From an optimization exercise on the open Yosys and OpenROAD flow, aimed at small area, a short achievable clock period and few clock cycles per item; shortcuts taken in it are not production practice. In this exercise RTL edits were held to simulation tests only and were not proved equivalent to the original.

==> job 9679 <==
==> flow/design.v (excerpt) <==
module md_unit (
  input  logic        clk,
  input  logic        reset,
  input  logic        start,
  input  logic        flush,
  input  logic [3:0]  MD_op,
  input  logic [31:0] A,
  input  logic [31:0] B,
  output logic        busy,
  output logic        stall,
  output logic [31:0] HI,
  output logic [31:0] LO
);
  localparam int S  = md_unit_pkg::DIV_STEPS;
  localparam int LS = md_unit_pkg::DIV_LOG;
  localparam int CW = 6 - LS;   
  localparam logic [4:0] SHM = 32 - S;   
  logic          busy_q;
  logic          mul_q;     
  logic [31:0]   hi_q;
  logic [31:0]   lo_q;
  logic [CW-1:0] cnt_q;
  logic [63:0]   t_q;       
  logic [32:0]   x_q;       
  logic [16:0]   ch_q;      
  logic          sub_q;
  logic          qneg_q;
  logic          rneg_q;
  logic          dz_q;      
  logic acc_go;
  logic op_mul, op_acc, op_div, op_sgn, op_sub;
  assign acc_go = start & ~flush & ~busy_q;
  assign op_mul = (MD_op == md_unit_pkg::MD_MULT)  | (MD_op == md_unit_pkg::MD_MULTU) |
                  (MD_op == md_unit_pkg::MD_MADD)  | (MD_op == md_unit_pkg::MD_MADDU) |
                  (MD_op == md_unit_pkg::MD_MSUB)  | (MD_op == md_unit_pkg::MD_MSUBU);
  assign op_acc = (MD_op == md_unit_pkg::MD_MADD)  | (MD_op == md_unit_pkg::MD_MADDU) |
                  (MD_op == md_unit_pkg::MD_MSUB)  | (MD_op == md_unit_pkg::MD_MSUBU);
  assign op_sub = (MD_op == md_unit_pkg::MD_MSUB)  | (MD_op == md_unit_pkg::MD_MSUBU);
  assign op_div = (MD_op == md_unit_pkg::MD_DIV)   | (MD_op == md_unit_pkg::MD_DIVU);
  assign op_sgn = (MD_op == md_unit_pkg::MD_MULT)  | (MD_op == md_unit_pkg::MD_DIV) |
  ...
export LEC_CHECK = 0
export CAP_MARGIN = 20
export CORE_MARGIN = 2
export CORE_UTILIZATION = 40
export SLEW_MARGIN = 20
create_clock -name core_clock -period 80.0 [get_ports {clk}]
standard.sh (not shown) runs the stock make flow with config.mk's settings and CLKGATE_MAP_FILE= SYNTH_SCRIPT=/design/flow/synth_recipe.tcl, a recipe that flattens the netlist after the stock synthesis.
==> flow/flow/run.sh <==
#!/bin/bash
# Layout flow: the standard layout (standard.sh, same ORFS scripts and
# synth_recipe.tcl) with three changes:
#  - synthesis is run with SYNTH_ARGS=-noabc, which skips the generic ABC pass
#    inside Yosys's synth command, so that extract_fa maps the full/half adders
#    of the design as written (fewer inverters around the adder cells); the
#    registers and their names are the same as the standard synthesis';
#  - repair_timing runs with a larger setup margin, so that it also sizes the
#    short input-to-output path (start/MD_op -> stall), whose slack is far
#    above the standard margin;
#  - the port buffers are sky130_fd_sc_hd__buf_1 (the repair steps resize
#    them where needed).
# Constraints (clock period, I/O delays, output load) are the standard flow's, unchanged.
# Each step's full output goes to its own log file here and under orfs/logs.
set -euo pipefail
sed 's/"\${@:-finish}"/SYNTH_ARGS=-noabc SETUP_SLACK_MARGIN=48 "BUFFER_PORTS_ARGS=-buffer_cell sky130_fd_sc_hd__buf_1" "${@:-finish}"/' \
  standard.sh > standard_tuned.sh
grep -q 'SETUP_SLACK_MARGIN=48' standard_tuned.sh
bash standard_tuned.sh synth > log_synth.txt 2>&1
bash standard_tuned.sh finish > log_layout.txt 2>&1
test -f out/final.def
==> inputs of job 2855, as changes to job 9679 <==
--- a/flow/design.v
+++ b/flow/design.v
@@ -1970,32 +1970,32 @@
     n = 6'd32;
     for (int i = 0; i < 32; i++)
       if (x[i]) n = 6'(31 - i);
   end
 endmodule
 module md_div_steps #(
   parameter int S = 4
 ) (
-  input  logic [31:0] nd,    
+  input  logic [31:0] d,
   input  logic [31:0] r_i,
   input  logic [31:0] q_i,
   output logic [31:0] r_o,
   output logic [31:0] q_o
 );
   logic [S:0][31:0]   r;
   logic [S:0][31:0]   q;
   logic [S-1:0][32:0] t;
   assign r[0] = r_i;
   assign q[0] = q_i;
   for (genvar i = 0; i < S; i++) begin : g_step
     logic co;
     md_add33 u_sub (
       .a   ({r[i], q[i][31]}),
-      .b   ({1'b1, nd}),
+      .b   ({1'b1, ~d}),
       .cin (1'b1),
       .s   (t[i]),
       .co  (co)
     );
     assign r[i+1] = t[i][32] ? {r[i][30:0], q[i][31]} : t[i][31:0];
     assign q[i+1] = {q[i][30:0], ~t[i][32]};
   end
   assign r_o = r[S];
@@ -2110,17 +2110,17 @@
   md_clz u_clzb (.x(bm), .n(nb));
   assign q_zero = (nb < na);
   assign k      = nb - na;
   assign ncyc   = CW'(k[4:0] >> LS) + CW'(1);
   assign sh     = ~k[4:0] & SHM;
   assign rq0    = {32'd0, am} << sh;
   logic [31:0] r_n, q_n;
   md_div_steps #(.S(S)) u_steps (
-    .nd  (x_q[31:0]),
+    .d   (x_q[31:0]),
     .r_i (t_q[63:32]),
     .q_i (t_q[31:0]),
     .r_o (r_n),
     .q_o (q_n)
   );
   logic [31:0] r_fix, q_fix;
   md_cneg u_negr (.n(rneg_q), .x(r_n), .y(r_fix));
   md_cneg u_negq (.n(qneg_q), .x(q_n), .y(q_fix));
@@ -2140,17 +2140,17 @@
     if (busy_q) begin
       cnt_q <= cnt_q - CW'(1);
       t_q   <= {r_n, q_n};
     end else begin
       mul_q  <= op_mul;
       cnt_q  <= b_zero ? CW'(1) : ncyc;
       dz_q   <= b_zero;
       t_q    <= op_div ? rq0 : p;
-      x_q    <= op_div ? {a33[32], ~bm} : a33;
+      x_q    <= op_div ? {1'b0, bm} : a33;
       qneg_q <= a_neg ^ b_neg;
       rneg_q <= a_neg;
     end
   end
   always_ff @(posedge clk) begin
     ch_q  <= b33[32:16];
     sub_q <= op_sub;
   end
==> flow/flow/run.sh (replaced) <==
#!/bin/bash
# Layout flow: the standard layout (standard.sh) with two changes:
#  - repair_timing runs with a larger setup margin, so that it also sizes
#    the short input-to-output path (start/MD_op -> stall), whose slack is
#    far above the standard margin;
#  - the port buffers are sky130_fd_sc_hd__buf_1 (the repair steps resize
#    them where needed).
# Constraints (clock period, I/O delays, output load) are the standard flow's, unchanged.
# Each step's full output goes to its own log file here and under orfs/logs.
set -euo pipefail
# standard synthesis, unchanged
bash standard.sh synth > log_synth.txt 2>&1
# the rest of the standard layout with the two settings above
sed 's/"\${@:-finish}"/SETUP_SLACK_MARGIN=48 "BUFFER_PORTS_ARGS=-buffer_cell sky130_fd_sc_hd__buf_1" "${@:-finish}"/' \
  standard.sh > standard_tuned.sh
grep -q 'SETUP_SLACK_MARGIN=48' standard_tuned.sh
bash standard_tuned.sh finish > log_layout.txt 2>&1
test -f out/final.def
==> flow/config.mk (replaced) <==
export PLATFORM = sky130hd
export DESIGN_NAME = md_unit
export DESIGN_NICKNAME = md_unit
export VERILOG_FILES = /design/flow/design.v
export SDC_FILE = /design/flow/constraint.sdc
export NUM_CORES = 4
export LEC_CHECK = 0
export CAP_MARGIN = 20
export CORE_MARGIN = 2
export CORE_UTILIZATION = 65
export CTS_BUF_LIST = sky130_fd_sc_hd__clkbuf_8
export PLACE_DENSITY = 0.75
export SLEW_MARGIN = 20
==> inputs of job 3471, as changes to job 9679 <==
--- a/flow/design.v
+++ b/flow/design.v
@@ -1970,32 +1970,32 @@
     n = 6'd32;
     for (int i = 0; i < 32; i++)
       if (x[i]) n = 6'(31 - i);
   end
 endmodule
 module md_div_steps #(
   parameter int S = 4
 ) (
-  input  logic [31:0] nd,    
+  input  logic [31:0] d,
   input  logic [31:0] r_i,
   input  logic [31:0] q_i,
   output logic [31:0] r_o,
   output logic [31:0] q_o
 );
   logic [S:0][31:0]   r;
   logic [S:0][31:0]   q;
   logic [S-1:0][32:0] t;
   assign r[0] = r_i;
   assign q[0] = q_i;
   for (genvar i = 0; i < S; i++) begin : g_step
     logic co;
     md_add33 u_sub (
       .a   ({r[i], q[i][31]}),
-      .b   ({1'b1, nd}),
+      .b   ({1'b1, ~d}),
       .cin (1'b1),
       .s   (t[i]),
       .co  (co)
     );
     assign r[i+1] = t[i][32] ? {r[i][30:0], q[i][31]} : t[i][31:0];
     assign q[i+1] = {q[i][30:0], ~t[i][32]};
   end
   assign r_o = r[S];
@@ -2110,17 +2110,17 @@
   md_clz u_clzb (.x(bm), .n(nb));
   assign q_zero = (nb < na);
   assign k      = nb - na;
   assign ncyc   = CW'(k[4:0] >> LS) + CW'(1);
   assign sh     = ~k[4:0] & SHM;
   assign rq0    = {32'd0, am} << sh;
   logic [31:0] r_n, q_n;
   md_div_steps #(.S(S)) u_steps (
-    .nd  (x_q[31:0]),
+    .d   (x_q[31:0]),
     .r_i (t_q[63:32]),
     .q_i (t_q[31:0]),
     .r_o (r_n),
     .q_o (q_n)
   );
   logic [31:0] r_fix, q_fix;
   md_cneg u_negr (.n(rneg_q), .x(r_n), .y(r_fix));
   md_cneg u_negq (.n(qneg_q), .x(q_n), .y(q_fix));
@@ -2140,17 +2140,17 @@
     if (busy_q) begin
       cnt_q <= cnt_q - CW'(1);
       t_q   <= {r_n, q_n};
     end else begin
       mul_q  <= op_mul;
       cnt_q  <= b_zero ? CW'(1) : ncyc;
       dz_q   <= b_zero;
       t_q    <= op_div ? rq0 : p;
-      x_q    <= op_div ? {a33[32], ~bm} : a33;
+      x_q    <= op_div ? {1'b0, bm} : a33;
       qneg_q <= a_neg ^ b_neg;
       rneg_q <= a_neg;
     end
   end
   always_ff @(posedge clk) begin
     ch_q  <= b33[32:16];
     sub_q <= op_sub;
   end
==> flow/flow/run.sh (replaced) <==
#!/bin/bash
# Layout flow: the standard layout (standard.sh) with two changes:
#  - repair_timing runs with a larger setup margin, so that it also sizes
#    the short input-to-output path (start/MD_op -> stall), whose slack is
#    far above the standard margin;
#  - the port buffers are sky130_fd_sc_hd__buf_1 (the repair steps resize
#    them where needed).
# Constraints (clock period, I/O delays, output load) are the standard flow's, unchanged.
# Each step's full output goes to its own log file here and under orfs/logs.
set -euo pipefail
# standard synthesis, unchanged
bash standard.sh synth > log_synth.txt 2>&1
# the rest of the standard layout with the two settings above
sed 's/"\${@:-finish}"/SETUP_SLACK_MARGIN=48 "BUFFER_PORTS_ARGS=-buffer_cell sky130_fd_sc_hd__buf_1" "${@:-finish}"/' \
  standard.sh > standard_tuned.sh
grep -q 'SETUP_SLACK_MARGIN=48' standard_tuned.sh
bash standard_tuned.sh finish > log_layout.txt 2>&1
test -f out/final.def
==> flow/config.mk (replaced) <==
export PLATFORM = sky130hd
export DESIGN_NAME = md_unit
export DESIGN_NICKNAME = md_unit
export VERILOG_FILES = /design/flow/design.v
export SDC_FILE = /design/flow/constraint.sdc
export NUM_CORES = 4
export LEC_CHECK = 0
export CAP_MARGIN = 5
export CORE_MARGIN = 2
export CORE_UTILIZATION = 40
export SLEW_MARGIN = 5
==> results.cfg <==
[cts]
clock_sinks = 188

[run_status]
status = complete, no violations

[setup_path]
crit_fanout = 3

[global_route]
antenna_found_initial = 7

[yosys]
synthTopCellsByArea = fa_1, ha_1, xnor2_1, nand2_1, a22oi_1
(the above is from job 2855)
==> results.cfg <==
[setup_path]
crit_fanout = 5

[run_status]
status = complete, no violations

[cts]
clock_sinks = 188

[yosys]
synthTopCellsByArea = fa_1, ha_1, xnor2_1, nand2_1, a22oi_1

[global_route]
antenna_found_initial = 7
(the above is from job 3471)
==> results.cfg <==
[run_status]
status = complete, no violations

[yosys]
synthTopCellsByArea = fa_1, ha_1, xnor2_1, nand2_1, a22oi_1

[setup_path]
crit_fanout = 3

[global_route]
antenna_found_initial = 8
(the above is from job 9679)
Testbench counts of job 9679, summed over its fixed seeds: cycles 3,919, ops 2,400.
Testbench counts of job 2855, summed over its fixed seeds: cycles 3,919, ops 2,400.
Testbench counts of job 3471, summed over its fixed seeds: cycles 3,919, ops 2,400.

==> re-timing with driven ports <==
The results above use ideal ports. As a check the final layouts listed here were re-extracted and re-timed, cells and wires unchanged.
Step 1, drivers: a clkbuf_16 drives clk and a buf_2 each remaining input, both assumed.
Step 2, shift: input delay + t, output delay - t, t = (earliest + latest rising clock arrival at the registers) / 2. This alone moves slack from input paths to output paths.
Slacks: ideal / step 1 / step 2; pairs: ideal / step 1.
| run | shift t [ns] | slack for setup (ns) | worst hold slack (ns) |
|---|---|---|---|
| job 9679 | 0.557 | 47.256 / 47.215 / 47.215 | 0.510 / 0.510 / 0.510 |
| job 2855 | 0.601 | 47.425 / 47.373 / 47.373 | 0.522 / 0.522 / 0.522 |
| job 3471 | 0.548 | 47.454 / 47.407 / 47.407 | 0.497 / 0.497 / 0.497 |
After both steps every run listed still meets setup and hold. The setup slack of job 2855, which loses most, moves by -0.052 ns with the drivers and by -0.052 ns with both steps.
